From an optimization exercise on the open Yosys and OpenROAD flow, aimed at small area, a short achievable clock period and few clock cycles; shortcuts taken in it are not production practice.
Function was checked by simulation only, so behaviour that the tests miss may differ from the original.
Power is estimated from default activity; no workload was simulated.

### flow/design.v
package isa_pkg;
    localparam logic [6:0] OPC_OP     = 7'b0110011;    
    localparam logic [6:0] OPC_OP_IMM = 7'b0010011;
    localparam logic [6:0] OPC_BRANCH = 7'b1100011;
    localparam logic [6:0] OPC_JAL    = 7'b1101111;
endpackage
package core_pkg;
    typedef struct packed {
        logic sum;               
        logic sub;               
        logic land;
        logic lor;
        logic lxor;
        logic slt;
        logic link;              
    } alu_ctl_t;
    function automatic int prefix_levels(input int n);
        prefix_levels = 0;
        while ((1 << prefix_levels) < n)
            prefix_levels++;
    endfunction
endpackage
`timescale 1ns/100ps
import isa_pkg::*;
module pc_incs (
    input  logic [32-1:0]  pc_i,
    output logic [32-1:0]  pc_inc_o,
    output logic [32-13:0] hi_p1_o,
    output logic [32-13:0] hi_m1_o
);
    assign pc_inc_o[1:0] = pc_i[1:0];
    assign pc_inc_o[2]   = !pc_i[2];
    assign hi_p1_o[0]    = !pc_i[12];
    assign hi_m1_o[0]    = !pc_i[12];
    for (genvar i = 3; i < 32; i++) begin : g_inc
        assign pc_inc_o[i] = pc_i[i] ^ (&pc_i[i-1:2]);
    end
    for (genvar i = 13; i < 32; i++) begin : g_hi
        assign hi_p1_o[i-12] = pc_i[i] ^ (&pc_i[i-1:12]);
        assign hi_m1_o[i-12] = pc_i[i] ^ !(|pc_i[i-1:12]);
    end
endmodule
module pc_lo_add (
    input  logic [11:0]         pc_i,
    input  logic [32-1:0] inst_i,
    output logic [12:0]         low_o,
    output logic                sign_o
);
    logic [12:0] off;
    logic [11:0] g;
    logic [11:0] p;
    logic [11:0] gg;
    assign off = inst_i[3] ? {inst_i[12], inst_i[20], inst_i[30:21], 1'b0}
                           : {inst_i[31], inst_i[7], inst_i[30:25], inst_i[11:8], 1'b0};
    assign g = pc_i & off[11:0];
    assign p = pc_i ^ off[11:0];
    ks_carry #(.N(12)) u_carry (
        .g_i  (g ),
        .p_i  (p ),
        .gg_o (gg)
    );
    assign low_o  = {gg[11], p[11:1] ^ gg[10:0], p[0]};
    assign sign_o = off[12];
endmodule
module fetch_unit (
    input  logic                clk,
    input  logic                rst_n_i,
    input  logic                redirect_i,
    input  logic [32-1:0] redirect_pc_i,
    input  logic [32-1:0] inst_i,
    output logic [32-1:0] pc_o,
    output logic                pred_o,      
    output logic                jal_long_o,  
    output logic [32-1:0] alt_o        
);
    logic [32-1:0]  pc_q;
    logic [32-1:0]  pc_next;
    logic [32-1:0]  pc_inc;
    logic [12:0]          low;
    logic                 sign;
    logic [32-13:0] hi_p1;
    logic [32-13:0] hi_m1;
    logic                 is_br;
    logic                 is_jal;
    logic                 jal_short;
    assign is_br     = (inst_i[6:0] == OPC_BRANCH) && (inst_i[14:13] == 2'b00);
    assign is_jal    = (inst_i[6:0] == OPC_JAL);
    assign jal_short = (inst_i[19:12] == {8{inst_i[31]}});
    assign pred_o     = (is_br && (inst_i[31] || inst_i[12])) || (is_jal && jal_short);
    assign jal_long_o = is_jal && !jal_short;
    pc_incs u_pc_incs (
        .pc_i     (pc_q  ),
        .pc_inc_o (pc_inc),
        .hi_p1_o  (hi_p1 ),
        .hi_m1_o  (hi_m1 )
    );
    pc_lo_add u_pc_lo_add (
        .pc_i   (pc_q[11:0]),
        .inst_i (inst_i    ),
        .low_o  (low       ),
        .sign_o (sign      )
    );
    logic                 use_inc;
    logic [32-13:0] t0;
    logic [32-13:0] t1;
    logic [32-1:0]  n0;
    logic [32-1:0]  n1;
    logic [32-1:0]  a0;
    logic [32-1:0]  a1;
    logic [32-1:0]  fetch_next;
    assign use_inc = pred_o || is_jal;
    assign t0 = sign ? hi_m1 : pc_q[32-1:12];
    assign t1 = sign ? pc_q[32-1:12] : hi_p1;
    assign n0 = pred_o  ? {t0, 12'b0} : pc_inc;
    assign n1 = pred_o  ? {t1, 12'b0} : pc_inc;
    assign a0 = use_inc ? pc_inc : {t0, 12'b0};
    assign a1 = use_inc ? pc_inc : {t1, 12'b0};
    for (genvar i = 0; i < 32; i++) begin : g_next
        if (i < 12) begin : g_lo
            g_mux2 u_f (.s(pred_o),  .a1(low[i]),  .a0(pc_inc[i]), .y(fetch_next[i]));
            g_mux2 u_a (.s(use_inc), .a1(pc_inc[i]), .a0(low[i]), .y(alt_o[i]));
        end else begin : g_hi
            g_mux2 u_f (.s(low[12]), .a1(n1[i]), .a0(n0[i]), .y(fetch_next[i]));
            g_mux2 u_a (.s(low[12]), .a1(a1[i]), .a0(a0[i]), .y(alt_o[i]));
        end
        g_mux2 u_n (.s(redirect_i), .a1(redirect_pc_i[i]), .a0(fetch_next[i]), .y(pc_next[i]));
    end
    assign pc_o    = pc_q;
    always_ff @(posedge clk or negedge rst_n_i) begin
        if (!rst_n_i)
            pc_q <= 32'h0000_0000;
        else
            pc_q <= pc_next;
    end
endmodule
`timescale 1ns/100ps
import isa_pkg::*;
import core_pkg::*;
module inst_decoder (
    input  logic [32-1:0]   inst_i,
    output logic [5-1:0] rs1_o,
    output logic [5-1:0] rs2_o,
    output logic [5-1:0] rd_o,
    output logic                  wen_o,       
    output core_pkg::alu_ctl_t    alu_o,
    output logic                  a_reg_o,     
    output logic                  b_reg_o,     
    output logic                  is_opi_o,
    output logic                  is_jal_o,
    output logic                  br_eq_o,
    output logic                  br_ne_o,
    output logic [32-1:0]   imm_i_o,
    output logic [32-1:0]   imm_j_o
);
    logic [6:0] opc;
    logic [2:0] f3;
    logic [6:0] f7;
    logic       is_op;
    logic       is_opi;
    logic       rd_en;
    assign opc = inst_i[6:0];
    assign f3  = inst_i[14:12];
    assign f7  = inst_i[31:25];
    assign is_op    = (opc == OPC_OP);
    assign is_opi   = (opc == OPC_OP_IMM);
    assign is_jal_o = (opc == OPC_JAL);
    assign is_opi_o = is_opi;
    assign br_eq_o  = (opc == OPC_BRANCH) && (f3 == 3'b000);
    assign br_ne_o  = (opc == OPC_BRANCH) && (f3 == 3'b001);
    assign rs1_o = inst_i[19:15];
    assign rs2_o = inst_i[24:20];
    assign rd_o  = inst_i[11:7];
    assign a_reg_o = !is_jal_o;
    assign b_reg_o = !(is_opi || is_jal_o);
    assign imm_i_o = {{(32-12){inst_i[31]}}, inst_i[31:20]};
    assign imm_j_o = {{(32-21){inst_i[31]}}, inst_i[31], inst_i[19:12], inst_i[20],
                      inst_i[30:21], 1'b0};
    always_comb begin
        alu_o = '0;
        rd_en = 1'b0;
        if (is_op) begin
            rd_en = 1'b1;
            case ({f7, f3})
                {7'b0000000, 3'b000}: alu_o.sum = 1'b1;
                {7'b0100000, 3'b000}: begin alu_o.sum = 1'b1; alu_o.sub = 1'b1; end
                {7'b0000000, 3'b010}: begin alu_o.slt = 1'b1; alu_o.sub = 1'b1; end
                {7'b0000000, 3'b100}: alu_o.lxor = 1'b1;
                {7'b0000000, 3'b110}: alu_o.lor  = 1'b1;
                {7'b0000000, 3'b111}: alu_o.land = 1'b1;
                default:              rd_en = 1'b0;    
            endcase
        end else if (is_opi) begin
            rd_en = 1'b1;
            case (f3)
                3'b000:  alu_o.sum  = 1'b1;
                3'b100:  alu_o.lxor = 1'b1;
                3'b110:  alu_o.lor  = 1'b1;
                3'b111:  alu_o.land = 1'b1;
                default: rd_en = 1'b0;                  
            endcase
        end else if (is_jal_o) begin
            rd_en      = 1'b1;
            alu_o.link = 1'b1;
        end
    end
    assign wen_o = rd_en && (rd_o != '0);
endmodule
`timescale 1ns/100ps
module g_nand2 (
    input  logic a, b,
    output logic y
);
    assign y = !(a & b);
endmodule
module g_or2 (
    input  logic a, b,
    output logic y
);
    assign y = a | b;
endmodule
module g_nand4 (
    input  logic a, b, c, d,
    output logic y
);
    assign y = !(a & b & c & d);
endmodule
module g_nor2 (
    input  logic a, b,
    output logic y
);
    assign y = !(a | b);
endmodule
module rf_rd_ao8 (
    input  logic [7:0] d_i,
    input  logic [7:0] sel_i,
    output logic       yn_o
);
    assign yn_o = !(|(d_i & sel_i));
endmodule
module rf_rd_bit (
    input  logic [32-1:0] d_i,
    input  logic [32-1:0] sel_i,
    output logic                 q_o
);
    logic [3:0] u;
    logic [1:0] v;
    for (genvar k = 0; k < 4; k++) begin : g_u
        rf_rd_ao8 u_ao (.d_i(d_i[8*k +: 8]), .sel_i(sel_i[8*k +: 8]), .yn_o(u[k]));
    end
    g_nand2 u_v0 (.a(u[0]), .b(u[1]), .y(v[0]));
    g_nand2 u_v1 (.a(u[2]), .b(u[3]), .y(v[1]));
    g_or2   u_q  (.a(v[0]), .b(v[1]), .y(q_o));
endmodule
module regfile (
    input  logic                  clk,
    input  logic                  rst_n_i,
    input  logic [5-1:0] rs1_i,
    input  logic [5-1:0] rs2_i,
    output logic [32-1:0]   rs1_data_o,
    output logic [32-1:0]   rs2_data_o,
    input  logic                  we_i,
    input  logic [5-1:0] wd_idx_i,
    input  logic [32-1:0]   wd_data_i
);
    logic [32-1:0]  regs_q [1:32-1];
    logic [32-1:1] valid_q;
    logic [32-1:0] sel1;
    logic [32-1:0] sel2;
    for (genvar i = 1; i < 32; i++) begin : g_wr
        logic we;
        assign we = we_i && (wd_idx_i == i);
        always_ff @(posedge clk or negedge rst_n_i) begin
            if (!rst_n_i)
                valid_q[i] <= 1'b0;
            else if (we)
                valid_q[i] <= 1'b1;
        end
        always_ff @(posedge clk) begin
            if (we)
                regs_q[i] <= wd_data_i;
        end
    end
    assign sel1[0] = 1'b0;
    assign sel2[0] = 1'b0;
    for (genvar i = 1; i < 32; i++) begin : g_sel
        assign sel1[i] = (rs1_i == i) && valid_q[i];
        assign sel2[i] = (rs2_i == i) && valid_q[i];
    end
    for (genvar j = 0; j < 32; j++) begin : g_rd
        logic [32-1:0] col;
        assign col[0] = 1'b0;
        for (genvar i = 1; i < 32; i++) begin : g_col
            assign col[i] = regs_q[i][j];
        end
        rf_rd_bit u_rd1 (.d_i(col), .sel_i(sel1), .q_o(rs1_data_o[j]));
        rf_rd_bit u_rd2 (.d_i(col), .sel_i(sel2), .q_o(rs2_data_o[j]));
    end
endmodule
`timescale 1ns/100ps
import core_pkg::*;
module opnd_bit (
    input  logic rf_i,
    input  logic alt_i,
    input  logic sel_rf_i,
    input  logic inv_i,
    output logic y_o
);
    assign y_o = (sel_rf_i ? rf_i : alt_i) ^ inv_i;
endmodule
module sel_reg (
    input  logic       clk,
    input  logic [3:0] d_i,
    output logic [3:0] q_o
);
    always_ff @(posedge clk) q_o <= d_i;
endmodule
module issue_stage (
    input  logic                  clk,
    input  logic                  rst_n_i,
    input  logic                  flush_i,
    input  logic [32-1:0]   pc_i,
    input  logic [32-1:0]   rs1_data_i,
    input  logic [32-1:0]   rs2_data_i,
    input  logic [5-1:0] rs1_i,
    input  logic [5-1:0] rs2_i,
    input  logic [5-1:0] rd_i,
    input  logic                  wen_i,
    input  core_pkg::alu_ctl_t    alu_i,
    input  logic                  a_reg_i,
    input  logic                  b_reg_i,
    input  logic                  is_opi_i,
    input  logic                  is_jal_i,
    input  logic                  br_eq_i,
    input  logic                  br_ne_i,
    input  logic [32-1:0]   imm_i_i,
    input  logic [32-1:0]   imm_j_i,
    input  logic                  pred_i,
    input  logic                  jal_long_i,
    input  logic [32-1:0]   alt_i,
    input  logic                  ex_wen_i,
    input  logic [5-1:0] ex_rd_i,
    input  logic                  wb_wen_i,
    input  logic [5-1:0] wb_rd_i,
    input  logic [32-1:0]   wb_data_i,
    output logic                  ex_valid_o,
    output logic                  ex_wen_o,
    output logic [5-1:0] ex_rd_o,
    output core_pkg::alu_ctl_t    ex_alu_o,
    output logic                  ex_jal_o,
    output logic                  ex_jal_long_o,
    output logic                  ex_r_eq_o,    
    output logic                  ex_r_ne_o,    
    output logic [32-1:0]   ex_a_o,
    output logic [32-1:0]   ex_b_o,
    output logic [32-1:0]   ex_alt_o,
    output logic [3:0]            ex_a_wb_o,    
    output logic [3:0]            ex_b_wbp_o,   
    output logic [3:0]            ex_b_wbn_o,   
    output logic [3:0]            ex_b_oth_o    
);
    logic                a_wb;
    logic                b_wb;
    logic                sel_rf_a;
    logic                sel_rf_b;
    logic [32-1:0] a_alt;
    logic [32-1:0] b_alt;
    logic [32-1:0] a_val;
    logic [32-1:0] b_val;
    assign sel_rf_a = !is_jal_i && !(wb_wen_i && rs1_i == wb_rd_i);
    assign sel_rf_b = !is_jal_i && !is_opi_i && !(wb_wen_i && rs2_i == wb_rd_i);
    assign a_alt    = is_jal_i ? pc_i : wb_data_i;
    assign b_alt    = is_opi_i ? imm_i_i : (is_jal_i ? imm_j_i : wb_data_i);
    for (genvar k = 0; k < 4; k++) begin : g_sel
        sel_reg u_sel (
            .clk (clk),
            .d_i ({a_wb, b_wb && !alu_i.sub, b_wb && alu_i.sub, !b_wb}),
            .q_o ({ex_a_wb_o[k], ex_b_wbp_o[k], ex_b_wbn_o[k], ex_b_oth_o[k]})
        );
    end
    for (genvar i = 0; i < 32; i++) begin : g_opnd
        opnd_bit u_a (.rf_i(rs1_data_i[i]), .alt_i(a_alt[i]), .sel_rf_i(sel_rf_a),
                      .inv_i(1'b0), .y_o(a_val[i]));
        opnd_bit u_b (.rf_i(rs2_data_i[i]), .alt_i(b_alt[i]), .sel_rf_i(sel_rf_b),
                      .inv_i(alu_i.sub), .y_o(b_val[i]));
    end
    assign a_wb = a_reg_i && ex_wen_i && (rs1_i == ex_rd_i);
    assign b_wb = b_reg_i && ex_wen_i && (rs2_i == ex_rd_i);
    always_ff @(posedge clk or negedge rst_n_i) begin
        if (!rst_n_i)
            ex_valid_o <= 1'b0;
        else
            ex_valid_o <= !flush_i;
    end
    always_ff @(posedge clk) begin
        ex_wen_o   <= wen_i;
        ex_rd_o    <= rd_i;
        ex_alu_o   <= alu_i;
        ex_jal_o   <= is_jal_i;
        ex_jal_long_o <= jal_long_i;
        ex_a_o     <= a_val;
        ex_b_o     <= b_val;                               
        ex_r_eq_o  <= (br_eq_i && !pred_i) || (br_ne_i && pred_i);
        ex_r_ne_o  <= (br_eq_i && pred_i) || (br_ne_i && !pred_i);
        ex_alt_o   <= alt_i;
    end
endmodule
`timescale 1ns/100ps
import core_pkg::*;
module pfx_dot_n (
    input  logic gl, pl, gr, pr,
    output logic gn, pn
);
    assign gn = !(gl | (pl & gr));
    assign pn = !(pl & pr);
endmodule
module pfx_dot_p (
    input  logic gln, pln, grn, prn,
    output logic g, p
);
    assign g = !(gln & (pln | grn));
    assign p = !(pln | prn);
endmodule
module pfx_gdot_n (
    input  logic gl, pl, gr,
    output logic gn
);
    assign gn = !(gl | (pl & gr));
endmodule
module pfx_gdot_p (
    input  logic gln, pln, grn,
    output logic g
);
    assign g = !(gln & (pln | grn));
endmodule
module pfx_inv (
    input  logic a,
    output logic y
);
    assign y = !a;
endmodule
module ks_carry #(
    parameter int N = 31
) (
    input  logic [N-1:0] g_i,
    input  logic [N-1:0] p_i,
    output logic [N-1:0] gg_o
);
    localparam int L = core_pkg::prefix_levels(N);
    wire [(L+1)*N-1:0] gv;
    wire [(L+1)*N-1:0] pv;
    assign gv[N-1:0] = g_i;
    assign pv[N-1:0] = p_i;
    for (genvar k = 1; k <= L; k++) begin : g_lvl
        localparam int D = 1 << (k - 1);
        for (genvar i = 0; i < N; i++) begin : g_bit
            if (i < D) begin : g_pass
                pfx_inv u_inv (.a(gv[(k-1)*N+i]), .y(gv[k*N+i]));
                assign pv[k*N+i] = 1'b0;
            end else if (i < 2 * D) begin : g_gdot
                if (k % 2 == 1) begin : g_n
                    pfx_gdot_n u_cell (.gl(gv[(k-1)*N+i]), .pl(pv[(k-1)*N+i]),
                                       .gr(gv[(k-1)*N+i-D]), .gn(gv[k*N+i]));
                end else begin : g_p
                    pfx_gdot_p u_cell (.gln(gv[(k-1)*N+i]), .pln(pv[(k-1)*N+i]),
                                       .grn(gv[(k-1)*N+i-D]), .g(gv[k*N+i]));
                end
                assign pv[k*N+i] = 1'b0;
            end else begin : g_dot
                if (k % 2 == 1) begin : g_n
                    pfx_dot_n u_cell (.gl(gv[(k-1)*N+i]), .pl(pv[(k-1)*N+i]),
                                      .gr(gv[(k-1)*N+i-D]), .pr(pv[(k-1)*N+i-D]),
                                      .gn(gv[k*N+i]), .pn(pv[k*N+i]));
                end else begin : g_p
                    pfx_dot_p u_cell (.gln(gv[(k-1)*N+i]), .pln(pv[(k-1)*N+i]),
                                      .grn(gv[(k-1)*N+i-D]), .prn(pv[(k-1)*N+i-D]),
                                      .g(gv[k*N+i]), .p(pv[k*N+i]));
                end
            end
        end
    end
    assign gg_o = gv[L*N +: N];
endmodule
module g_nor4 (
    input  logic a, b, c, d,
    output logic y
);
    assign y = !(a | b | c | d);
endmodule
module zero32 (
    input  logic [31:0] p_i,
    output logic        z_o
);
    logic [7:0] t;
    logic [1:0] u;
    for (genvar k = 0; k < 8; k++) begin : g_t
        g_nor4 u_t (.a(p_i[4*k]), .b(p_i[4*k+1]), .c(p_i[4*k+2]), .d(p_i[4*k+3]), .y(t[k]));
    end
    g_nand4 u_u0 (.a(t[0]), .b(t[1]), .c(t[2]), .d(t[3]), .y(u[0]));
    g_nand4 u_u1 (.a(t[4]), .b(t[5]), .c(t[6]), .d(t[7]), .y(u[1]));
    g_nor2  u_z  (.a(u[0]), .b(u[1]), .y(z_o));
endmodule
module g_mux2 (
    input  logic s, a1, a0,
    output logic y
);
    assign y = s ? a1 : a0;
endmodule
module alu_bit #(
    parameter bit CIN = 1'b0         
) (
    input  logic wb_i,
    input  logic xa_i,
    input  logic xb_i,
    input  logic alt_i,
    input  logic cin_i,
    input  logic a_wb_i,
    input  logic b_wbp_i,
    input  logic b_wbn_i,
    input  logic b_oth_i,
    input  logic land_i,
    input  logic lor_i,
    input  logic lxor_i,
    input  logic link_i,
    output logic a_o,
    output logic g_o,
    output logic p_o,
    output logic oth_o
);
    logic b;
    assign a_o   = a_wb_i ? wb_i : xa_i;
    assign b     = (b_wbp_i & wb_i) | (b_wbn_i & !wb_i) | (b_oth_i & xb_i);
    assign p_o   = a_o ^ b;
    assign g_o   = CIN ? ((a_o & b) | (p_o & cin_i)) : (a_o & b);
    assign oth_o = (land_i & a_o & b) | (lor_i & (a_o | b)) | (lxor_i & p_o) | (link_i & alt_i);
endmodule
module alu_res (
    input  logic p_i,
    input  logic cn_i,
    input  logic oth_i,
    input  logic sum_i,
    output logic s_o,
    output logic res_o
);
    assign s_o   = p_i ^ !cn_i;
    assign res_o = sum_i ? s_o : oth_i;
endmodule
module byp_reg (
    input  logic        clk,
    input  logic [31:0] d_i,
    output logic [31:0] q_o
);
    always_ff @(posedge clk) q_o <= d_i;
endmodule
module exec_unit (
    input  logic                  clk,
    input  logic                  rst_n_i,
    input  logic                  ex_valid_i,
    input  logic                  ex_wen_i,
    input  logic [5-1:0] ex_rd_i,
    input  core_pkg::alu_ctl_t    ex_alu_i,
    input  logic                  ex_jal_i,
    input  logic                  ex_jal_long_i,
    input  logic                  ex_r_eq_i,
    input  logic                  ex_r_ne_i,
    input  logic [32-1:0]   ex_a_i,
    input  logic [32-1:0]   ex_b_i,
    input  logic [32-1:0]   ex_alt_i,
    input  logic [3:0]            ex_a_wb_i,    
    input  logic [3:0]            ex_b_wbp_i,
    input  logic [3:0]            ex_b_wbn_i,
    input  logic [3:0]            ex_b_oth_i,
    output logic                  redirect_o,
    output logic [32-1:0]   redirect_pc_o,
    output logic                  flush_o,
    output logic                  ex_fwd_en_o,
    output logic                  wb_valid_o,
    output logic [5-1:0] wb_rd_o,
    output logic [32-1:0]   wb_result_o,
    output logic [32-1:0]   wb_copy_o     
);
    logic [32-1:0] a;
    logic [32-1:0] byp;
    logic [32-1:0] g;
    logic [32-1:0] p;
    logic [32-1:0] oth;
    logic [32-1:0] s;
    logic [32-1:0] res;
    logic [32-2:0] cn;            
    logic [32-1:0] jt_q;          
    logic                jl_pend_q;
    logic                jl_now;
    logic                redirect_now;
    logic                lt;
    logic                eq;
    logic                r_if_eq;
    logic                r_if_ne;
    for (genvar i = 0; i < 32; i++) begin : g_bit
        alu_bit #(.CIN(i == 0)) u_bit (
            .wb_i    (byp[i]        ),
            .xa_i    (ex_a_i[i]     ),
            .xb_i    (ex_b_i[i]     ),
            .alt_i   (ex_alt_i[i]   ),
            .cin_i   (ex_alu_i.sub  ),
            .a_wb_i  (ex_a_wb_i[i/8] ),
            .b_wbp_i (ex_b_wbp_i[i/8]),
            .b_wbn_i (ex_b_wbn_i[i/8]),
            .b_oth_i (ex_b_oth_i[i/8]),
            .land_i  (ex_alu_i.land ),
            .lor_i   (ex_alu_i.lor  ),
            .lxor_i  (ex_alu_i.lxor ),
            .link_i  (ex_alu_i.link ),
            .a_o     (a[i]          ),
            .g_o     (g[i]          ),
            .p_o     (p[i]          ),
            .oth_o   (oth[i]        )
        );
    end
    ks_carry #(.N(32-1)) u_carry (
        .g_i  (g[32-2:0]),
        .p_i  (p[32-2:0]),
        .gg_o (cn             )
    );
    for (genvar i = 1; i < 32; i++) begin : g_res
        alu_res u_res (
            .p_i   (p[i]         ),
            .cn_i  (cn[i-1]      ),
            .oth_i (oth[i]       ),
            .sum_i (ex_alu_i.sum ),
            .s_o   (s[i]         ),
            .res_o (res[i]       )
        );
    end
    assign s[0]   = p[0] ^ ex_alu_i.sub;
    assign lt     = p[32-1] ? cn[32-2] : a[32-1];
    assign res[0] = ex_alu_i.slt ? lt : (ex_alu_i.sum ? s[0] : oth[0]);
    zero32 u_eq (.p_i(p), .z_o(eq));
    assign jl_now        = ex_valid_i && ex_jal_long_i;
    assign r_if_eq       = (ex_valid_i && ex_r_eq_i) || jl_pend_q;
    assign r_if_ne       = (ex_valid_i && ex_r_ne_i) || jl_pend_q;
    g_mux2 u_redirect (.s(eq), .a1(r_if_eq), .a0(r_if_ne), .y(redirect_o));
    assign redirect_pc_o = jl_pend_q ? jt_q : ex_alt_i;
    assign flush_o       = redirect_o || jl_now;
    assign ex_fwd_en_o   = ex_valid_i && ex_wen_i;
    always_ff @(posedge clk or negedge rst_n_i) begin
        if (!rst_n_i) begin
            wb_valid_o <= 1'b0;
            jl_pend_q  <= 1'b0;
        end else begin
            wb_valid_o <= ex_fwd_en_o;
            jl_pend_q  <= jl_now;
        end
    end
    byp_reg u_byp (.clk(clk), .d_i(res), .q_o(byp));
    byp_reg u_wbc (.clk(clk), .d_i(res), .q_o(wb_copy_o));
    always_ff @(posedge clk) begin
        wb_rd_o     <= ex_rd_i;
        wb_result_o <= res;
        jt_q        <= s;
    end
endmodule
`timescale 1ns/100ps
import isa_pkg::*;
import core_pkg::*;
module rv_core_top (
    input  logic                  clk,
    input  logic                  rst_n_i,
    input  logic [32-1:0]   inst_i,
    output logic [32-1:0]   pc_o,
    output logic                  wb_valid_o,
    output logic [5-1:0] wb_rd_o,
    output logic [32-1:0]   wb_data_o
);
    logic                  redirect;
    logic [32-1:0]   redirect_pc;
    logic                  f_pred;
    logic                  f_jal_long;
    logic                  flush;
    logic [32-1:0]   f_alt;
    logic [5-1:0] id_rs1;
    logic [5-1:0] id_rs2;
    logic [5-1:0] id_rd;
    logic                  id_wen;
    core_pkg::alu_ctl_t    id_alu;
    logic                  id_a_reg;
    logic                  id_b_reg;
    logic                  id_is_opi;
    logic                  id_is_jal;
    logic                  id_br_eq;
    logic                  id_br_ne;
    logic [32-1:0]   id_imm_i;
    logic [32-1:0]   id_imm_j;
    logic [32-1:0]   rs1_data;
    logic [32-1:0]   rs2_data;
    logic                  ex_valid;
    logic                  ex_wen;
    logic [5-1:0] ex_rd;
    core_pkg::alu_ctl_t    ex_alu;
    logic                  ex_jal;
    logic                  ex_jal_long;
    logic                  ex_r_eq;
    logic                  ex_r_ne;
    logic [32-1:0]   ex_a;
    logic [32-1:0]   ex_b;
    logic [32-1:0]   ex_alt;
    logic [3:0]            ex_a_wb;
    logic [3:0]            ex_b_wbp;
    logic [3:0]            ex_b_wbn;
    logic [3:0]            ex_b_oth;
    logic                  ex_fwd_en;
    logic [32-1:0]   wb_copy;
    fetch_unit u_fetch_unit (
        .clk           (clk         ),
        .rst_n_i       (rst_n_i     ),
        .redirect_i    (redirect    ),
        .redirect_pc_i (redirect_pc ),
        .inst_i        (inst_i      ),
        .pc_o          (pc_o        ),
        .pred_o        (f_pred      ),
        .jal_long_o    (f_jal_long  ),
        .alt_o         (f_alt       )
    );
    inst_decoder u_inst_decoder (
        .inst_i        (inst_i      ),
        .rs1_o         (id_rs1      ),
        .rs2_o         (id_rs2      ),
        .rd_o          (id_rd       ),
        .wen_o         (id_wen      ),
        .alu_o         (id_alu      ),
        .a_reg_o       (id_a_reg    ),
        .b_reg_o       (id_b_reg    ),
        .is_opi_o      (id_is_opi   ),
        .is_jal_o      (id_is_jal   ),
        .br_eq_o       (id_br_eq    ),
        .br_ne_o       (id_br_ne    ),
        .imm_i_o       (id_imm_i    ),
        .imm_j_o       (id_imm_j    )
    );
    regfile u_regfile (
        .clk           (clk         ),
        .rst_n_i       (rst_n_i     ),
        .rs1_i         (id_rs1      ),
        .rs2_i         (id_rs2      ),
        .rs1_data_o    (rs1_data    ),
        .rs2_data_o    (rs2_data    ),
        .we_i          (wb_valid_o  ),
        .wd_idx_i      (wb_rd_o     ),
        .wd_data_i     (wb_copy     )
    );
    issue_stage u_issue_stage (
        .clk           (clk         ),
        .rst_n_i       (rst_n_i     ),
        .flush_i       (flush       ),
        .pc_i          (pc_o        ),
        .rs1_data_i    (rs1_data    ),
        .rs2_data_i    (rs2_data    ),
        .rs1_i         (id_rs1      ),
        .rs2_i         (id_rs2      ),
        .rd_i          (id_rd       ),
        .wen_i         (id_wen      ),
        .alu_i         (id_alu      ),
        .a_reg_i       (id_a_reg    ),
        .b_reg_i       (id_b_reg    ),
        .is_opi_i      (id_is_opi   ),
        .is_jal_i      (id_is_jal   ),
        .br_eq_i       (id_br_eq    ),
        .br_ne_i       (id_br_ne    ),
        .imm_i_i       (id_imm_i    ),
        .imm_j_i       (id_imm_j    ),
        .pred_i        (f_pred      ),
        .jal_long_i    (f_jal_long  ),
        .alt_i         (f_alt       ),
        .ex_wen_i      (ex_fwd_en   ),
        .ex_rd_i       (ex_rd       ),
        .wb_wen_i      (wb_valid_o  ),
        .wb_rd_i       (wb_rd_o     ),
        .wb_data_i     (wb_copy     ),
        .ex_valid_o    (ex_valid    ),
        .ex_wen_o      (ex_wen      ),
        .ex_rd_o       (ex_rd       ),
        .ex_alu_o      (ex_alu      ),
        .ex_jal_o      (ex_jal      ),
        .ex_jal_long_o (ex_jal_long ),
        .ex_r_eq_o     (ex_r_eq     ),
        .ex_r_ne_o     (ex_r_ne     ),
        .ex_a_o        (ex_a        ),
        .ex_b_o        (ex_b        ),
        .ex_alt_o      (ex_alt      ),
        .ex_a_wb_o     (ex_a_wb     ),
        .ex_b_wbp_o    (ex_b_wbp    ),
        .ex_b_wbn_o    (ex_b_wbn    ),
        .ex_b_oth_o    (ex_b_oth    )
    );
    exec_unit u_exec_unit (
        .clk           (clk         ),
        .rst_n_i       (rst_n_i     ),
        .ex_valid_i    (ex_valid    ),
        .ex_wen_i      (ex_wen      ),
        .ex_rd_i       (ex_rd       ),
        .ex_alu_i      (ex_alu      ),
        .ex_jal_i      (ex_jal      ),
        .ex_jal_long_i (ex_jal_long ),
        .ex_r_eq_i     (ex_r_eq     ),
        .ex_r_ne_i     (ex_r_ne     ),
        .ex_a_i        (ex_a        ),
        .ex_b_i        (ex_b        ),
        .ex_alt_i      (ex_alt      ),
        .ex_a_wb_i     (ex_a_wb     ),
        .ex_b_wbp_i    (ex_b_wbp    ),
        .ex_b_wbn_i    (ex_b_wbn    ),
        .ex_b_oth_i    (ex_b_oth    ),
        .redirect_o    (redirect    ),
        .redirect_pc_o (redirect_pc ),
        .flush_o       (flush       ),
        .ex_fwd_en_o   (ex_fwd_en   ),
        .wb_valid_o    (wb_valid_o  ),
        .wb_rd_o       (wb_rd_o     ),
        .wb_result_o   (wb_data_o   ),
        .wb_copy_o     (wb_copy     )
    );
endmodule
### flow/flow/run.sh
#!/bin/bash
set -euo pipefail
export BUFFER_PORTS_ARGS="-buffer_cell sky130_fd_sc_hd__buf_4"
bash standard.sh > standard_flow.log 2>&1
### flow/standard.sh
#!/bin/bash
# synth_recipe.tcl (not shown) runs the flow's synth.tcl, then flattens the netlist and writes it again
# the make line also repeats each setting of config.mk as NAME=value (left out here)
make -C /OpenROAD-flow-scripts/flow DESIGN_CONFIG=/design/flow/config.mk WORK_HOME=/design/flow/orfs CLKGATE_MAP_FILE= SYNTH_SCRIPT=/design/flow/synth_recipe.tcl "${@:-finish}"
### flow/config.mk
export PLATFORM = sky130hd
export DESIGN_NAME = rv_core_top
export DESIGN_NICKNAME = rv_core_top
export VERILOG_FILES = /design/flow/design.v
export SDC_FILE = /design/flow/constraint.sdc
export NUM_CORES = 4
export LEC_CHECK = 0
export CAP_MARGIN = 20
export CORE_MARGIN = 2
export CORE_UTILIZATION = 40
export CTS_CLUSTER_DIAMETER = 100
export CTS_CLUSTER_SIZE = 25
export SETUP_SLACK_MARGIN = 2.0
export SLEW_MARGIN = 20
export SYNTH_HIERARCHICAL = 1
export SYNTH_MINIMUM_KEEP_SIZE = 0
export TNS_END_PERCENT = 30
### flow/constraint.sdc
create_clock -name core_clock -period 5.0 [get_ports {clk}]
set_input_delay 1.0000 -clock core_clock [delete_from_list [all_inputs] [get_ports {clk}]]
set_output_delay 1.0000 -clock core_clock [all_outputs]
set_load 0.01 [all_outputs]
==> tab_implementation.tex, run 1 <==
\begin{tabular}{lr}
\hline
Metric & Value \\
\hline
\multicolumn{2}{l}{\textbf{Outcome}} \\
Outcome & complete, no violations \\
\multicolumn{2}{l}{\textbf{Timing}} \\
Highest clock frequency the design can meet & between 300 and 400 MHz \\
Setup Viol. Count Final & 0 \\
Measured slew at the worst slew-check pin & roughly 1.1 ns \\
Setup Skew & between 0.04 and 0.05 ns \\
Worst hold slack after final layout & about 0.29 ns \\
Number of hold violations in the final report & 0 \\
Total negative setup slack & 0 ns \\
Max-slew violation count & 0 \\
Max-Slew Margin vs Limit & a little over a quarter \\
Unrepaired setup endpoints after global routing & yes \\
Min Clock Period, post-route & between 3 and 4 ns \\
Share of the clock period used by the worst path after layout & roughly two thirds \\
Final worst slack & about 1.7 ns \\
\multicolumn{2}{l}{\textbf{Power}} \\
Internal power summed over all cells & 17.7 mW \\
Flop pwr share & roughly half \\
Pwr Density & between 300 and 400 nW/um2 \\
Fraction of power consumed by combinational cells & approximately a quarter \\
Total leakage power & 24.6 nW \\
Net switching fraction of the power & 29.4\% \\
Sw Pwr & about 7.4 mW \\
Worst supply voltage drop on vdd & roughly 0.25 mV \\
Final Power & 25.1 mW \\
Clock share of power & about 26\% \\
\multicolumn{2}{l}{\textbf{Synthesis}} \\
Average footprint of a synthesized cell & 13.3 um2 \\
Number of warnings reported in the yosys synthesis log & 14 \\
Mapped Area & about 63000 um2 \\
Cell count after synthesis & around 4700 \\
\multicolumn{2}{l}{\textbf{Layout}} \\
Fraction of layout cells with a size suffix above 1 & 20.4\% \\
Filler instances & $\sim$14000 \\
Final nets & 5202 \\
Top library cells by usage in the layout, fill and taps aside & 1024 x a22oi\_1, 992 x edfxtp\_1, 321 x buf\_4 \\
Most common cell after layout, fill and taps aside & a22oi\_1 \\
Post-route non-filler standard cell count & between 7000 and 8000 \\
Final Core Density & a little under half \\
Final std cell area, no fill & about 71000 um2 \\
Area growth, synth to finish & 13.2\% \\
\multicolumn{2}{l}{\textbf{Detailed routing}} \\
DRC & 0 \\
Number of design-rule violations left by the first detailed-router iteration & 6260 \\
Wire length after detailed routing & approximately 230000 um \\
Number of antenna-violating nets in the routed design & 0 \\
WL/cell & approximately 32 um \\
Vias & 45900 \\
Number of optimization iterations in the first detailed-route pass & 6 \\
Per-cell via count in the routed design & between 6 and 7 \\
\multicolumn{2}{l}{\textbf{Floorplan}} \\
Boundary pin count & around 100 \\
Die Footprint & 161000 um2 \\
Starting Density & 40.3\% \\
Row count & approximately 150 \\
Placeable core region & $\sim$160000 um2 \\
Die width & about 400 um \\
Vertical die dimension & between 400 and 500 um \\
\multicolumn{2}{l}{\textbf{CTS}} \\
Root buf cell & clkbuf\_16 \\
TritonCTS Buffers & 66 \\
Depth of the CTS H-tree & 3 \\
TritonCTS clock tree & built \\
Clock-pin slew reported for the worst setup and hold paths after clock tree synthesis & between 0.1 and 0.15 ns \\
Clock insertion delay at the later pin of the skew report & $\sim$0.73 ns \\
Clock sink total & about 1300 \\
Maximum buffer depth of the clock tree & 3 \\
\multicolumn{2}{l}{\textbf{Placed design}} \\
Half-perimeter wire length of the detailed placement result & between 100000 and 150000 um \\
Placement Cell Area & slightly below 70000 um2 \\
Number of cells after detailed placement & approximately 7000 \\
Port Buffers & around 100 \\
Gpl congestion & 0.939 \\
Worst slack, placed & $\sim$1 ns \\
\multicolumn{2}{l}{\textbf{Global routing}} \\
First-pass GRT wire length & roughly 320000 um \\
Largest net degree at the start of global routing & 64 \\
Number of antenna violations at the first check in global routing & 13 \\
Global Route Usage Sum & a little over a quarter \\
Residual overflow from global routing & 0 \\
Number of global-route vias before repair & 43400 \\
\multicolumn{2}{l}{\textbf{Setup path}} \\
Peak fanout along the critical path & 26 \\
Data required time at the worst endpoint & about 5.4 ns \\
Arrival time reported for the critical path endpoint & approximately 3.7 ns \\
Crit path capture type & flop \\
Kind of critical path & reg -> reg \\
CP Launch Type & flop \\
\multicolumn{2}{l}{\textbf{Run}} \\
Maximum Capacitance Violations & 0 \\
\multicolumn{2}{l}{\textbf{Hold path}} \\
Worst hold-check path type & in -> async \\
\hline
\end{tabular}
-- power groups by stage --
| stage | sequential (mW) | combinational (mW) | clock [mW] |
|---|---|---|---|
| after floorplan | 12.7 | 4.29 | 0 |
| after global placement | 12.9 | 5.62 | 0 |
| after detailed placement | 12.9 | 5.67 | 0 |
| after CTS | 12.7 | 5.91 | 6.52 |
| after global routing | 12.7 | 6.43 | 6.88 |
| final | 12.7 | 5.99 | 6.44 |
-- cell type report --
cell class	count	area [um2]	share of cell area (%)
clock inverter	16	241	0.339
antenna	7	17.5	0.0246
clock buffer	92	1810	2.54
inverter	123	470	0.660
sequential	1319	36700	51.5
multi-input combinational	3266	26200	36.8
timing repair buffer	363	3240	4.54
tap	2058	2570	3.61
-- worst max-delay path, stage by stage (launching register included) --
cell and delay (ns):
dfrtp_1 0.86, nand4b_1 0.70, nor2_4 1.06, buf_4 0.35
-- registers in the layout, summed over array words and instances (netlist names), 31 cells and up --
name and cells:
u_issue_stage.ex_b_o 32, u_issue_stage.ex_a_o 32, u_exec_unit.u_wbc.q_o 32, u_exec_unit.jt_q 32
u_exec_unit.wb_result_o 32, u_fetch_unit.pc_q 32, u_regfile.regs_q 992, u_issue_stage.ex_alt_o 32
u_exec_unit.u_byp.q_o 32, u_regfile.valid_q 31
-- path summary, 6_finish.rpt --
path	from	endpoint	slack [ns]	cells past startpoint
max	u_exec_unit.wb_valid_o	u_regfile.regs_q[20][2]	1.69	3
min	rst_n_i	u_fetch_unit.pc_q[19]	0.29	1
max reg2reg	u_exec_unit.wb_valid_o	u_regfile.regs_q[20][2]	1.69	3
min reg2reg	u_issue_stage.ex_rd_o[2]	u_exec_unit.wb_rd_o[2]	0.39	0
max in group asynchronous	rst_n_i	u_regfile.valid_q[2]	3.77	2
min in group core_clock	u_issue_stage.ex_rd_o[2]	u_exec_unit.wb_rd_o[2]	0.39	0
-- what timing repair did --
item / CTS / global route
setup endpoints to repair: 578 / 518
setup buffers: 29 / 50
cloned: 5 / 0
pin swaps: 15 / 8
hold buffers: 0 / 0
resized for setup: 130 / 7
-- layer usage --
layer | global-route usage [%] | routed length [um]
met1 | 36.7 | 91000
met2 | 42.7 | 103000
met3 | 8.14 | 26400
met4 | 9.14 | 8650
met5 | 0 | 52
Testbench counts, summed over its fixed seeds: cycles 41,846.
==> run 2, diff against run 1 <==
--- a/flow/design.v
+++ b/flow/design.v
@@ -33,11 +33,11 @@
     assign hi_p1_o[0]    = !pc_i[12];
     assign hi_m1_o[0]    = !pc_i[12];
     for (genvar i = 3; i < 32; i++) begin : g_inc
-        assign pc_inc_o[i] = pc_i[i] ^ (&pc_i[i-1:2]);
+        g_xor2 u_x (.a(pc_i[i]), .b(&pc_i[i-1:2]), .y(pc_inc_o[i]));
     end
     for (genvar i = 13; i < 32; i++) begin : g_hi
-        assign hi_p1_o[i-12] = pc_i[i] ^ (&pc_i[i-1:12]);
-        assign hi_m1_o[i-12] = pc_i[i] ^ !(|pc_i[i-1:12]);
+        g_xor2 u_p (.a(pc_i[i]), .b(&pc_i[i-1:12]), .y(hi_p1_o[i-12]));
+        g_xor2 u_m (.a(pc_i[i]), .b(!(|pc_i[i-1:12])), .y(hi_m1_o[i-12]));
     end
 endmodule
 module pc_lo_add (
@@ -62,6 +62,12 @@
     assign low_o  = {gg[11], p[11:1] ^ gg[10:0], p[0]};
     assign sign_o = off[12];
 endmodule
+module alu_ao3 (
+    input  logic s0, d0, s1, d1, s2, d2,
+    output logic y
+);
+    assign y = (s0 & d0) | (s1 & d1) | (s2 & d2);
+endmodule
 module fetch_unit (
     input  logic                clk,
     input  logic                rst_n_i,
@@ -101,20 +107,38 @@
         .sign_o (sign      )
     );
     logic                 use_inc;
-    logic [32-13:0] t0;
-    logic [32-13:0] t1;
     logic [32-1:0]  n0;
     logic [32-1:0]  n1;
     logic [32-1:0]  a0;
     logic [32-1:0]  a1;
     logic [32-1:0]  fetch_next;
     assign use_inc = pred_o || is_jal;
-    assign t0 = sign ? hi_m1 : pc_q[32-1:12];
-    assign t1 = sign ? pc_q[32-1:12] : hi_p1;
-    assign n0 = pred_o  ? {t0, 12'b0} : pc_inc;
-    assign n1 = pred_o  ? {t1, 12'b0} : pc_inc;
-    assign a0 = use_inc ? pc_inc : {t0, 12'b0};
-    assign a1 = use_inc ? pc_inc : {t1, 12'b0};
+    logic n_m1;
+    logic n_hi;
+    logic n_p1;
+    logic a_m1;
+    logic a_hi;
+    logic a_p1;
+    assign n_m1 = pred_o && sign;
+    assign n_hi = pred_o && !sign;
+    assign n_p1 = pred_o && sign;
+    assign a_m1 = !use_inc && sign;
+    assign a_hi = !use_inc && !sign;
+    assign a_p1 = !use_inc && sign;
+    assign n0[11:0] = pc_inc[11:0];
+    assign n1[11:0] = pc_inc[11:0];
+    assign a0[11:0] = pc_inc[11:0];
+    assign a1[11:0] = pc_inc[11:0];
+    for (genvar i = 12; i < 32; i++) begin : g_cand
+        alu_ao3 u_n0 (.s0(n_m1), .d0(hi_m1[i-12]), .s1(n_hi), .d1(pc_q[i]),
+                      .s2(!pred_o), .d2(pc_inc[i]), .y(n0[i]));
+        alu_ao3 u_n1 (.s0(n_p1), .d0(pc_q[i]), .s1(n_hi), .d1(hi_p1[i-12]),
+                      .s2(!pred_o), .d2(pc_inc[i]), .y(n1[i]));
+        alu_ao3 u_a0 (.s0(a_m1), .d0(hi_m1[i-12]), .s1(a_hi), .d1(pc_q[i]),
+                      .s2(use_inc), .d2(pc_inc[i]), .y(a0[i]));
+        alu_ao3 u_a1 (.s0(a_p1), .d0(pc_q[i]), .s1(a_hi), .d1(hi_p1[i-12]),
+                      .s2(use_inc), .d2(pc_inc[i]), .y(a1[i]));
+    end
     for (genvar i = 0; i < 32; i++) begin : g_next
         if (i < 12) begin : g_lo
             g_mux2 u_f (.s(pred_o),  .a1(low[i]),  .a0(pc_inc[i]), .y(fetch_next[i]));
@@ -251,6 +275,24 @@
     g_nand2 u_v1 (.a(u[2]), .b(u[3]), .y(v[1]));
     g_or2   u_q  (.a(v[0]), .b(v[1]), .y(q_o));
 endmodule
+module rf_dec (
+    input  logic [4:0] idx_i,
+    output logic [7:0] lo_o,
+    output logic [3:0] hi_o
+);
+    for (genvar k = 0; k < 8; k++) begin : g_lo
+        assign lo_o[k] = (idx_i[2:0] == k);
+    end
+    for (genvar k = 0; k < 4; k++) begin : g_hi
+        assign hi_o[k] = (idx_i[4:3] == k);
+    end
+endmodule
+module g_and3 (
+    input  logic a, b, c,
+    output logic y
+);
+    assign y = a & b & c;
+endmodule
 module regfile (
     input  logic                  clk,
     input  logic                  rst_n_i,
@@ -282,9 +324,15 @@
     end
     assign sel1[0] = 1'b0;
     assign sel2[0] = 1'b0;
+    logic [7:0] lo1;
+    logic [7:0] lo2;
+    logic [3:0] hi1;
+    logic [3:0] hi2;
+    rf_dec u_dec1 (.idx_i(rs1_i), .lo_o(lo1), .hi_o(hi1));
+    rf_dec u_dec2 (.idx_i(rs2_i), .lo_o(lo2), .hi_o(hi2));
     for (genvar i = 1; i < 32; i++) begin : g_sel
-        assign sel1[i] = (rs1_i == i) && valid_q[i];
-        assign sel2[i] = (rs2_i == i) && valid_q[i];
+        g_and3 u_s1 (.a(hi1[i/8]), .b(lo1[i%8]), .c(valid_q[i]), .y(sel1[i]));
+        g_and3 u_s2 (.a(hi2[i/8]), .b(lo2[i%8]), .c(valid_q[i]), .y(sel2[i]));
     end
     for (genvar j = 0; j < 32; j++) begin : g_rd
         logic [32-1:0] col;
@@ -505,6 +553,34 @@
 );
     assign y = s ? a1 : a0;
 endmodule
+module alu_bsel (
+    input  logic wb_i, xb_i, wbp_i, wbn_i, oth_i,
+    output logic b_o
+);
+    assign b_o = (wbp_i & wb_i) | (wbn_i & !wb_i) | (oth_i & xb_i);
+endmodule
+module alu_pg #(
+    parameter bit CIN = 1'b0
+) (
+    input  logic a_i, b_i, cin_i,
+    output logic g_o, p_o
+);
+    g_xor2 u_p (.a(a_i), .b(b_i), .y(p_o));
+    assign g_o = CIN ? ((a_i & b_i) | ((a_i | b_i) & cin_i)) : (a_i & b_i);
+endmodule
+module g_xor2 (
+    input  logic a, b,
+    output logic y
+);
+    assign y = a ^ b;
+endmodule
+module alu_oth (
+    input  logic a_i, b_i, alt_i, land_i, lor_i, lxor_i, link_i,
+    output logic oth_o
+);
+    assign oth_o = (land_i & a_i & b_i) | (lor_i & (a_i | b_i)) | (lxor_i & (a_i ^ b_i))
+                 | (link_i & alt_i);
+endmodule
 module alu_bit #(
     parameter bit CIN = 1'b0         
 ) (
@@ -527,11 +603,12 @@
     output logic oth_o
 );
     logic b;
-    assign a_o   = a_wb_i ? wb_i : xa_i;
-    assign b     = (b_wbp_i & wb_i) | (b_wbn_i & !wb_i) | (b_oth_i & xb_i);
-    assign p_o   = a_o ^ b;
-    assign g_o   = CIN ? ((a_o & b) | (p_o & cin_i)) : (a_o & b);
-    assign oth_o = (land_i & a_o & b) | (lor_i & (a_o | b)) | (lxor_i & p_o) | (link_i & alt_i);
+    g_mux2   u_a   (.s(a_wb_i), .a1(wb_i), .a0(xa_i), .y(a_o));
+    alu_bsel u_b   (.wb_i(wb_i), .xb_i(xb_i), .wbp_i(b_wbp_i), .wbn_i(b_wbn_i), .oth_i(b_oth_i),
+                    .b_o(b));
+    alu_pg #(.CIN(CIN)) u_pg (.a_i(a_o), .b_i(b), .cin_i(cin_i), .g_o(g_o), .p_o(p_o));
+    alu_oth  u_oth (.a_i(a_o), .b_i(b), .alt_i(alt_i), .land_i(land_i), .lor_i(lor_i),
+                    .lxor_i(lxor_i), .link_i(link_i), .oth_o(oth_o));
 endmodule
 module alu_res (
     input  logic p_i,
==> run 2 against run 1 <==
Against the previous run:
- sequential power is essentially flat
- global-route usage is 1.2 points lower
- largest cell class unchanged
- critical path type is now in -> reg
- sequential cell count stayed put
==> tab_implementation.tex, run 2 <==
\begin{tabular}{lr}
\hline
Metric & Value \\
\hline
\multicolumn{2}{l}{\textbf{Timing}} \\
Setup Viol. Count Final & 0 \\
Total negative setup slack & 0 ns \\
Max-Slew Margin vs Limit & between 20\% and 30\% \\
Max-slew violation count & 0 \\
Final worst slack & approximately 1.7 ns \\
Number of hold violations in the final report & 0 \\
Share of the clock period used by the worst path after layout & 65.7\% \\
Min Clock Period, post-route & between 3 and 4 ns \\
Setup Skew & roughly 0.044 ns \\
Unrepaired setup endpoints after global routing & yes \\
Worst hold slack after final layout & about 0.24 ns \\
Highest clock frequency the design can meet & just over 300 MHz \\
Measured slew at the worst slew-check pin & 1.15 ns \\
\multicolumn{2}{l}{\textbf{Power}} \\
Flop pwr share & a little under three fifths \\
Worst supply voltage drop on vdd & approximately 0.27 mV \\
Net switching fraction of the power & between 20\% and 30\% \\
Internal power summed over all cells & 16.5 mW \\
Final Power & between 20 and 25 mW \\
Sw Pwr & 6.44 mW \\
Pwr Density & between 300 and 400 nW/um2 \\
Clock share of power & a little over a quarter \\
Fraction of power consumed by combinational cells & roughly a fifth \\
Total leakage power & about 25 nW \\
\multicolumn{2}{l}{\textbf{Setup path}} \\
Slowest cell on crit path & nor3b\_1 \\
Crit path launch & inst\_i[21] \\
Critical Path Max Stage Delay & between 0.6 and 0.7 ns \\
Data required time at the worst endpoint & 5.59 ns \\
Worst R2R Setup Slack & between 1.5 and 2 ns \\
Peak fanout along the critical path & 15 \\
Worst reg2reg startpoint & u\_exec\_unit.wb\_rd\_o[2] \\
CP Launch Type & input pin \\
Reg2Reg Depth & 3 \\
Crit path capture type & flop \\
Most common cell on crit path & buf\_4 \\
Kind of critical path & in -> reg \\
Cell-by-cell listing of the critical path & buf\_4 > nor3b\_1 > and3\_1 > buf\_4 > a22oi\_1 > and4\_1 > nand2\_1 > or2\_1 > mux2i\_1 > xnor2\_1 \\
Worst R2R End & u\_regfile.regs\_q[22][27] \\
Arrival time reported for the critical path endpoint & around 3.9 ns \\
\multicolumn{2}{l}{\textbf{Detailed routing}} \\
DRC & 0 \\
Number of optimization iterations in the first detailed-route pass & 11 \\
Wire length after detailed routing & between 200000 and 250000 um \\
WL/cell & between 30 and 40 um \\
Number of antenna-violating nets in the routed design & 0 \\
Number of design-rule violations left by the first detailed-router iteration & 6334 \\
Vias & roughly 46000 \\
Per-cell via count in the routed design & roughly 6.4 \\
\multicolumn{2}{l}{\textbf{CTS}} \\
Depth of the CTS H-tree & 2 \\
Clock-pin slew reported for the worst setup and hold paths after clock tree synthesis & roughly 0.1 ns \\
TritonCTS Buffers & a little over 60 \\
Root buf cell & clkbuf\_16 \\
Number of hold buffers added after CTS & 0 \\
Clock insertion delay at the later pin of the skew report & around 0.75 ns \\
TritonCTS clock tree & built \\
Clock sink total & between 1000 and 1500 \\
Maximum buffer depth of the clock tree & 3 \\
\multicolumn{2}{l}{\textbf{Synthesis}} \\
Average footprint of a synthesized cell & 13.3 um2 \\
Number of warnings reported in the yosys synthesis log & 14 \\
Cell count after synthesis & $\sim$4800 \\
Mapped Area & between 60000 and 70000 um2 \\
\multicolumn{2}{l}{\textbf{Layout}} \\
Final nets & between 5000 and 6000 \\
Top register by number of flip-flops & u\_regfile.regs\_q \\
Final Core Density & approximately 45\% \\
Fraction of layout cells with a size suffix above 1 & 18.9\% \\
Final std cell area, no fill & approximately 70000 um2 \\
Most common cell after layout, fill and taps aside & a22oi\_1 \\
Top library cells by usage in the layout, fill and taps aside & 1024 x a22oi\_1, 992 x edfxtp\_1, 285 x buf\_4 \\
Filler instances & $\sim$14000 \\
Max FFs per register & around 990 \\
Post-route non-filler standard cell count & 7236 \\
Area growth, synth to finish & 11.6\% \\
\multicolumn{2}{l}{\textbf{Global routing}} \\
Largest net degree at the start of global routing & 56 \\
Global Route Usage Sum & around a quarter \\
Residual overflow from global routing & 0 \\
Number of antenna violations at the first check in global routing & 3 \\
First-pass GRT wire length & about 310000 um \\
Number of global-route vias before repair & roughly 44000 \\
\multicolumn{2}{l}{\textbf{Placed design}} \\
Worst slack, placed & 1.05 ns \\
Port Buffers & $\sim$100 \\
Placement Cell Area & roughly 67000 um2 \\
Number of cells after detailed placement & between 7000 and 8000 \\
Half-perimeter wire length of the detailed placement result & around 140000 um \\
Gpl congestion & between 0.9 and 1 \\
\multicolumn{2}{l}{\textbf{Floorplan}} \\
Die Footprint & approximately 160000 um2 \\
Vertical die dimension & 401 um \\
Placeable core region & 156000 um2 \\
Starting Density & about two fifths \\
Row count & 145 \\
Die width & between 400 and 500 um \\
Boundary pin count & approximately 100 \\
\multicolumn{2}{l}{\textbf{Hold path}} \\
Worst hold-check path type & in -> async \\
\multicolumn{2}{l}{\textbf{Run}} \\
Maximum Capacitance Violations & 0 \\
\multicolumn{2}{l}{\textbf{Outcome}} \\
Outcome & complete, no violations \\
\hline
\end{tabular}
run 2: worst max-delay path, delay by kind of cell:
| kind | cells | cell delay, ns |
|---|---|---|
| AO/OA/AOI/OAI | 1 | 0.13 |
| AND/OR/NAND/NOR | 5 | 1.86 |
| multiplexers | 1 | 0.11 |
| XOR/XNOR | 1 | 0.16 |
| buffers and inverters | 2 | 0.59 |
run 2: worst max-delay path by stage:
stage	end	slack, ns
finish	u_issue_stage.ex_b_o[17]	1.71
global route	u_regfile.regs_q[22][27]	1.69
CTS	u_regfile.regs_q[10][2]	1.72
detailed placement	u_fetch_unit.pc_q[24]	1.05
global placement	u_fetch_unit.pc_q[27]	1.16
floorplan	u_issue_stage.ex_alt_o[12]	1.46
run 2: repair_timing:
action | 4_1_cts | 5_1_grt
setup buffers | 15 | 39
hold endpoints to repair | 0 | 0
setup endpoints to repair | 599 | 552
gates resized for setup | 69 | 43
gates cloned | 8 | 3
pin swaps | 22 | 22
run 2: routing by layer:
layer | wire length [um] | track usage (%)
met4 | 10900 | 11.2
met5 | 0 | 0
met2 | 103000 | 42.8
met1 | 87300 | 34.8
met3 | 20500 | 4.23
run 2: cell type report:
type | count | area [um2] | area share [%]
multi-input cells | 3228 | 25900 | 36.8
flip-flops and latches | 1319 | 36700 | 52.2
clock inverters | 11 | 133 | 0.189
well taps | 2058 | 2570 | 3.66
diodes | 1 | 2.50 | 0.00356
clock buffers | 105 | 1720 | 2.45
repair buffers | 304 | 2500 | 3.55
inverters | 210 | 790 | 1.12
run 2: power groups by stage:
stage	combinational, mW	sequential (mW)	clock, mW
5_1_grt	4.58	12.7	6.43
3_3_place_gp	3.98	12.8	0
6_report	4.30	12.6	5.98
4_1_cts	4.12	12.6	6.07
2_1_floorplan	3.13	12.6	0
3_5_place_dp	4.03	12.8	0
Testbench counts of run 2, summed over its fixed seeds: cycles 41,846.
==> run 3, diff against run 2 <==
--- a/flow/design.v
+++ b/flow/design.v
@@ -68,6 +68,36 @@
 );
     assign y = (s0 & d0) | (s1 & d1) | (s2 & d2);
 endmodule
+module fetch_pred (
+    input  logic [32-1:0] inst_i,
+    output logic                pred_o,
+    output logic                jal_long_o,
+    output logic                n_m1_o,      
+    output logic                n_hi_o,      
+    output logic                n_inc_o,     
+    output logic                a_m1_o,      
+    output logic                a_hi_o,
+    output logic                a_inc_o
+);
+    logic is_br;
+    logic is_jal;
+    logic jal_short;
+    logic sign;
+    logic use_inc;
+    assign is_br     = (inst_i[6:0] == OPC_BRANCH) && (inst_i[14:13] == 2'b00);
+    assign is_jal    = (inst_i[6:0] == OPC_JAL);
+    assign jal_short = (inst_i[19:12] == {8{inst_i[31]}});
+    assign sign      = inst_i[3] ? inst_i[12] : inst_i[31];
+    assign pred_o     = (is_br && (inst_i[31] || inst_i[12])) || (is_jal && jal_short);
+    assign jal_long_o = is_jal && !jal_short;
+    assign use_inc    = pred_o || is_jal;
+    assign n_m1_o     = pred_o && sign;
+    assign n_hi_o     = pred_o && !sign;
+    assign n_inc_o    = !pred_o;
+    assign a_m1_o     = !use_inc && sign;
+    assign a_hi_o     = !use_inc && !sign;
+    assign a_inc_o    = use_inc;
+endmodule
 module fetch_unit (
     input  logic                clk,
     input  logic                rst_n_i,
@@ -86,14 +116,23 @@
     logic                 sign;
     logic [32-13:0] hi_p1;
     logic [32-13:0] hi_m1;
-    logic                 is_br;
-    logic                 is_jal;
-    logic                 jal_short;
-    assign is_br     = (inst_i[6:0] == OPC_BRANCH) && (inst_i[14:13] == 2'b00);
-    assign is_jal    = (inst_i[6:0] == OPC_JAL);
-    assign jal_short = (inst_i[19:12] == {8{inst_i[31]}});
-    assign pred_o     = (is_br && (inst_i[31] || inst_i[12])) || (is_jal && jal_short);
-    assign jal_long_o = is_jal && !jal_short;
+    logic n_m1;
+    logic n_hi;
+    logic n_inc;
+    logic a_m1;
+    logic a_hi;
+    logic a_inc;
+    fetch_pred u_pred (
+        .inst_i     (inst_i    ),
+        .pred_o     (pred_o    ),
+        .jal_long_o (jal_long_o),
+        .n_m1_o     (n_m1      ),
+        .n_hi_o     (n_hi      ),
+        .n_inc_o    (n_inc     ),
+        .a_m1_o     (a_m1      ),
+        .a_hi_o     (a_hi      ),
+        .a_inc_o    (a_inc     )
+    );
     pc_incs u_pc_incs (
         .pc_i     (pc_q  ),
         .pc_inc_o (pc_inc),
@@ -106,43 +145,29 @@
         .low_o  (low       ),
         .sign_o (sign      )
     );
-    logic                 use_inc;
     logic [32-1:0]  n0;
     logic [32-1:0]  n1;
     logic [32-1:0]  a0;
     logic [32-1:0]  a1;
     logic [32-1:0]  fetch_next;
-    assign use_inc = pred_o || is_jal;
-    logic n_m1;
-    logic n_hi;
-    logic n_p1;
-    logic a_m1;
-    logic a_hi;
-    logic a_p1;
-    assign n_m1 = pred_o && sign;
-    assign n_hi = pred_o && !sign;
-    assign n_p1 = pred_o && sign;
-    assign a_m1 = !use_inc && sign;
-    assign a_hi = !use_inc && !sign;
-    assign a_p1 = !use_inc && sign;
     assign n0[11:0] = pc_inc[11:0];
     assign n1[11:0] = pc_inc[11:0];
     assign a0[11:0] = pc_inc[11:0];
     assign a1[11:0] = pc_inc[11:0];
     for (genvar i = 12; i < 32; i++) begin : g_cand
         alu_ao3 u_n0 (.s0(n_m1), .d0(hi_m1[i-12]), .s1(n_hi), .d1(pc_q[i]),
-                      .s2(!pred_o), .d2(pc_inc[i]), .y(n0[i]));
-        alu_ao3 u_n1 (.s0(n_p1), .d0(pc_q[i]), .s1(n_hi), .d1(hi_p1[i-12]),
-                      .s2(!pred_o), .d2(pc_inc[i]), .y(n1[i]));
+                      .s2(n_inc), .d2(pc_inc[i]), .y(n0[i]));
+        alu_ao3 u_n1 (.s0(n_m1), .d0(pc_q[i]), .s1(n_hi), .d1(hi_p1[i-12]),
+                      .s2(n_inc), .d2(pc_inc[i]), .y(n1[i]));
         alu_ao3 u_a0 (.s0(a_m1), .d0(hi_m1[i-12]), .s1(a_hi), .d1(pc_q[i]),
-                      .s2(use_inc), .d2(pc_inc[i]), .y(a0[i]));
-        alu_ao3 u_a1 (.s0(a_p1), .d0(pc_q[i]), .s1(a_hi), .d1(hi_p1[i-12]),
-                      .s2(use_inc), .d2(pc_inc[i]), .y(a1[i]));
+                      .s2(a_inc), .d2(pc_inc[i]), .y(a0[i]));
+        alu_ao3 u_a1 (.s0(a_m1), .d0(pc_q[i]), .s1(a_hi), .d1(hi_p1[i-12]),
+                      .s2(a_inc), .d2(pc_inc[i]), .y(a1[i]));
     end
     for (genvar i = 0; i < 32; i++) begin : g_next
         if (i < 12) begin : g_lo
-            g_mux2 u_f (.s(pred_o),  .a1(low[i]),  .a0(pc_inc[i]), .y(fetch_next[i]));
-            g_mux2 u_a (.s(use_inc), .a1(pc_inc[i]), .a0(low[i]), .y(alt_o[i]));
+            g_mux2 u_f (.s(n_inc), .a1(pc_inc[i]), .a0(low[i]), .y(fetch_next[i]));
+            g_mux2 u_a (.s(a_inc), .a1(pc_inc[i]), .a0(low[i]), .y(alt_o[i]));
         end else begin : g_hi
             g_mux2 u_f (.s(low[12]), .a1(n1[i]), .a0(n0[i]), .y(fetch_next[i]));
             g_mux2 u_a (.s(low[12]), .a1(a1[i]), .a0(a0[i]), .y(alt_o[i]));
@@ -275,16 +300,25 @@
     g_nand2 u_v1 (.a(u[2]), .b(u[3]), .y(v[1]));
     g_or2   u_q  (.a(v[0]), .b(v[1]), .y(q_o));
 endmodule
+module rf_dec_eq #(
+    parameter int W = 3,
+    parameter int K = 0
+) (
+    input  logic [W-1:0] idx_i,
+    output logic         y_o
+);
+    assign y_o = (idx_i == W'(K));
+endmodule
 module rf_dec (
     input  logic [4:0] idx_i,
     output logic [7:0] lo_o,
     output logic [3:0] hi_o
 );
     for (genvar k = 0; k < 8; k++) begin : g_lo
-        assign lo_o[k] = (idx_i[2:0] == k);
+        rf_dec_eq #(.W(3), .K(k)) u_lo (.idx_i(idx_i[2:0]), .y_o(lo_o[k]));
     end
     for (genvar k = 0; k < 4; k++) begin : g_hi
-        assign hi_o[k] = (idx_i[4:3] == k);
+        rf_dec_eq #(.W(2), .K(k)) u_hi (.idx_i(idx_i[4:3]), .y_o(hi_o[k]));
     end
 endmodule
 module g_and3 (
--- a/flow/config.mk
+++ b/flow/config.mk
@@ -14,4 +14,4 @@
 export SLEW_MARGIN = 20
 export SYNTH_HIERARCHICAL = 1
 export SYNTH_MINIMUM_KEEP_SIZE = 0
-export TNS_END_PERCENT = 30
+export TNS_END_PERCENT = 0
==> run 3 against run 2 <==
Against the previous run:
- final cell count fell by 1.0%
- via count decreased by 2.7%
- critical path depth decreased by 7
- wire length decreased by 4.2%
- highest routed layer unchanged
==> tab_implementation.tex, run 3 <==
\begin{tabular}{lr}
\hline
Metric & Value \\
\hline
\multicolumn{2}{l}{\textbf{Power}} \\
Worst supply voltage drop on vdd & roughly 0.35 mV \\
Pwr Density & around 320 nW/um2 \\
Total leakage power & roughly 24 nW \\
\multicolumn{2}{l}{\textbf{CTS}} \\
Root buf cell & clkbuf\_16 \\
Depth of the CTS H-tree & 2 \\
Clock-pin slew reported for the worst setup and hold paths after clock tree synthesis & 0.11 ns \\
Maximum buffer depth of the clock tree & 3 \\
TritonCTS Buffers & 61 \\
TritonCTS clock tree & built \\
Number of hold buffers added after CTS & 0 \\
Clock sink total & 1319 \\
Clock insertion delay at the later pin of the skew report & 0.76 ns \\
\multicolumn{2}{l}{\textbf{Layout}} \\
Top library cells by usage in the layout, fill and taps aside & 1024 x a22oi\_1, 992 x edfxtp\_1, 259 x and4\_1 \\
Top register by number of flip-flops & u\_regfile.regs\_q \\
Antenna cell count & 0 \\
Final nets & slightly above 5000 \\
Final std cell area, no fill & a little under 70000 um2 \\
Most common cell after layout, fill and taps aside & a22oi\_1 \\
Max FFs per register & just under 1000 \\
Area taken by flip-flops and latches & 36700 um2 \\
Fraction of layout cells with a size suffix above 1 & $\sim$17\% \\
Area growth, synth to finish & 9.95\% \\
Filler instances & roughly 14000 \\
Area of the multi-input gates & 25500 um2 \\
\multicolumn{2}{l}{\textbf{Setup path}} \\
Peak fanout along the critical path & 26 \\
Crit path capture type & flop \\
Worst reg2reg startpoint & u\_exec\_unit.wb\_valid\_o \\
Slowest cell on crit path & dfrtp\_1 \\
Cell-by-cell listing of the critical path & nand4\_1 > nor2\_4 > buf\_4 \\
Largest delay contributor family on the critical path & simple AND/OR/NAND/NOR gates \\
Crit path launch & u\_exec\_unit.wb\_valid\_o \\
Data required time at the worst endpoint & approximately 5.4 ns \\
Worst Path Buf+Inv & 1 \\
Arrival time reported for the critical path endpoint & between 3 and 4 ns \\
Kind of critical path & reg -> reg \\
Critical Path Max Stage Delay & about 0.96 ns \\
CP Launch Type & flop \\
\multicolumn{2}{l}{\textbf{Timing}} \\
Min Clock Period, post-route & about 3.4 ns \\
Unrepaired setup endpoints after global routing & yes \\
Total negative setup slack & 0 ns \\
Setup Viol. Count Final & 0 \\
Setup Skew & 0.0700 ns \\
Max-slew violation count & 0 \\
Measured slew at the worst slew-check pin & approximately 1.1 ns \\
Share of the clock period used by the worst path after layout & between 60\% and 70\% \\
Max-Slew Margin vs Limit & 26.6\% \\
Highest clock frequency the design can meet & 296 MHz \\
Number of hold violations in the final report & 0 \\
\multicolumn{2}{l}{\textbf{Floorplan}} \\
Placeable core region & about 160000 um2 \\
Boundary pin count & about 100 \\
Die width & around 400 um \\
Die Footprint & approximately 160000 um2 \\
Starting Density & between 40\% and 50\% \\
Vertical die dimension & approximately 400 um \\
Row count & 145 \\
\multicolumn{2}{l}{\textbf{Global routing}} \\
Number of antenna violations at the first check in global routing & 8 \\
First-pass GRT wire length & a little over 300000 um \\
Residual overflow from global routing & 0 \\
Number of global-route vias before repair & 43600 \\
Largest net degree at the start of global routing & between 50 and 60 \\
Global Route Usage Sum & around a quarter \\
\multicolumn{2}{l}{\textbf{Outcome}} \\
Outcome & complete, no violations \\
\multicolumn{2}{l}{\textbf{Detailed routing}} \\
Number of optimization iterations in the first detailed-route pass & 9 \\
DRC & 0 \\
Wire length after detailed routing & 212000 um \\
Number of antenna-violating nets in the routed design & 0 \\
Vias & 44900 \\
Per-cell via count in the routed design & 6.26 \\
Number of design-rule violations left by the first detailed-router iteration & between 6000 and 7000 \\
WL/cell & slightly below 30 um \\
\multicolumn{2}{l}{\textbf{Run}} \\
Maximum Capacitance Violations & 0 \\
\multicolumn{2}{l}{\textbf{Placed design}} \\
Port Buffers & 103 \\
Half-perimeter wire length of the detailed placement result & 136000 um \\
Placement Cell Area & a little under 70000 um2 \\
Gpl congestion & approximately 0.94 \\
\multicolumn{2}{l}{\textbf{Synthesis}} \\
Number of warnings reported in the yosys synthesis log & 14 \\
Mapped Area & approximately 63000 um2 \\
Average footprint of a synthesized cell & around 13 um2 \\
Cell count after synthesis & $\sim$4800 \\
\multicolumn{2}{l}{\textbf{Hold path}} \\
Worst hold-check path type & in -> async \\
\hline
\end{tabular}
==> run 3: power by group <==
part	leakage, nW	switching, mW	internal (mW)
clock network	0.880	3.58	2.41
registers	12.3	0.556	12.0
logic	11.0	2.13	1.87
==> run 3: cell type report <==
cell class | instances | share of cell area [%]
well taps | 2058 | 3.71
repair buffers | 251 | 2.78
flip-flops and latches | 1319 | 52.9
clock inverters | 11 | 0.260
multi-input cells | 3224 | 36.8
inverters | 210 | 1.16
clock buffers | 90 | 2.39
==> run 3: final timing paths <==
check                                            to  slack [ns]  cells after the start
max                        u_regfile.regs_q[31][20]        1.62                      3
min                           u_fetch_unit.pc_q[23]        0.24                      1
max reg2reg                u_regfile.regs_q[31][20]        1.62                      3
min reg2reg                  u_exec_unit.wb_rd_o[0]        0.41                      0
max in group asynchronous     u_regfile.valid_q[27]        3.74                      2
min in group core_clock    u_issue_stage.ex_rd_o[3]        0.41                      1
==> run 3: through the flow <==
| stage | worst slack (ns) | total power [mW] | utilization [%] | hold WS (ns) | cells |
|---|---|---|---|---|---|
| 6_report | 1.62 | 22.5 | 44.3 | 0.245 | 7163 |
| 5_1_grt | 1.60 | 23.3 | 44.3 | 0.247 | 7163 |
| 4_1_cts | 1.70 | 22.6 | 44.3 | 0.215 | 7158 |
| 3_5_place_dp | 0.923 | 16.7 | 43.0 | 0.398 | 7054 |
| 3_3_place_gp | 0.977 | 16.6 | 43.0 | 0.398 | 7054 |
| 2_1_floorplan | 1.22 | 15.6 | - | 0.375 | 4917 |
==> run 3: what timing repair did <==
| action | 4_1_cts | 5_1_grt |
|---|---|---|
| pin swaps | 2 | 1 |
| setup endpoints to repair | 445 | 559 |
| gates resized for setup | 22 | 8 |
| cloned | 1 | 0 |
| setup buffers | 2 | 5 |
==> run 3: worst register-to-register path: stages (launching register included) <==
cell	delay, ns
dfrtp_1	0.96
nand4_1	0.92
nor2_4	0.57
buf_4	0.54
==> run 3: per-layer routing <==
metal,up-vias,global-route usage [%],wire (um)
met3,493,4.51,19300
met2,2415,41.6,99600
li1,19400,-,-
met1,22500,33.7,85700
met4,0,9.50,7840
met5,-,0,0
Testbench counts of run 3, summed over its fixed seeds: cycles 41,846.
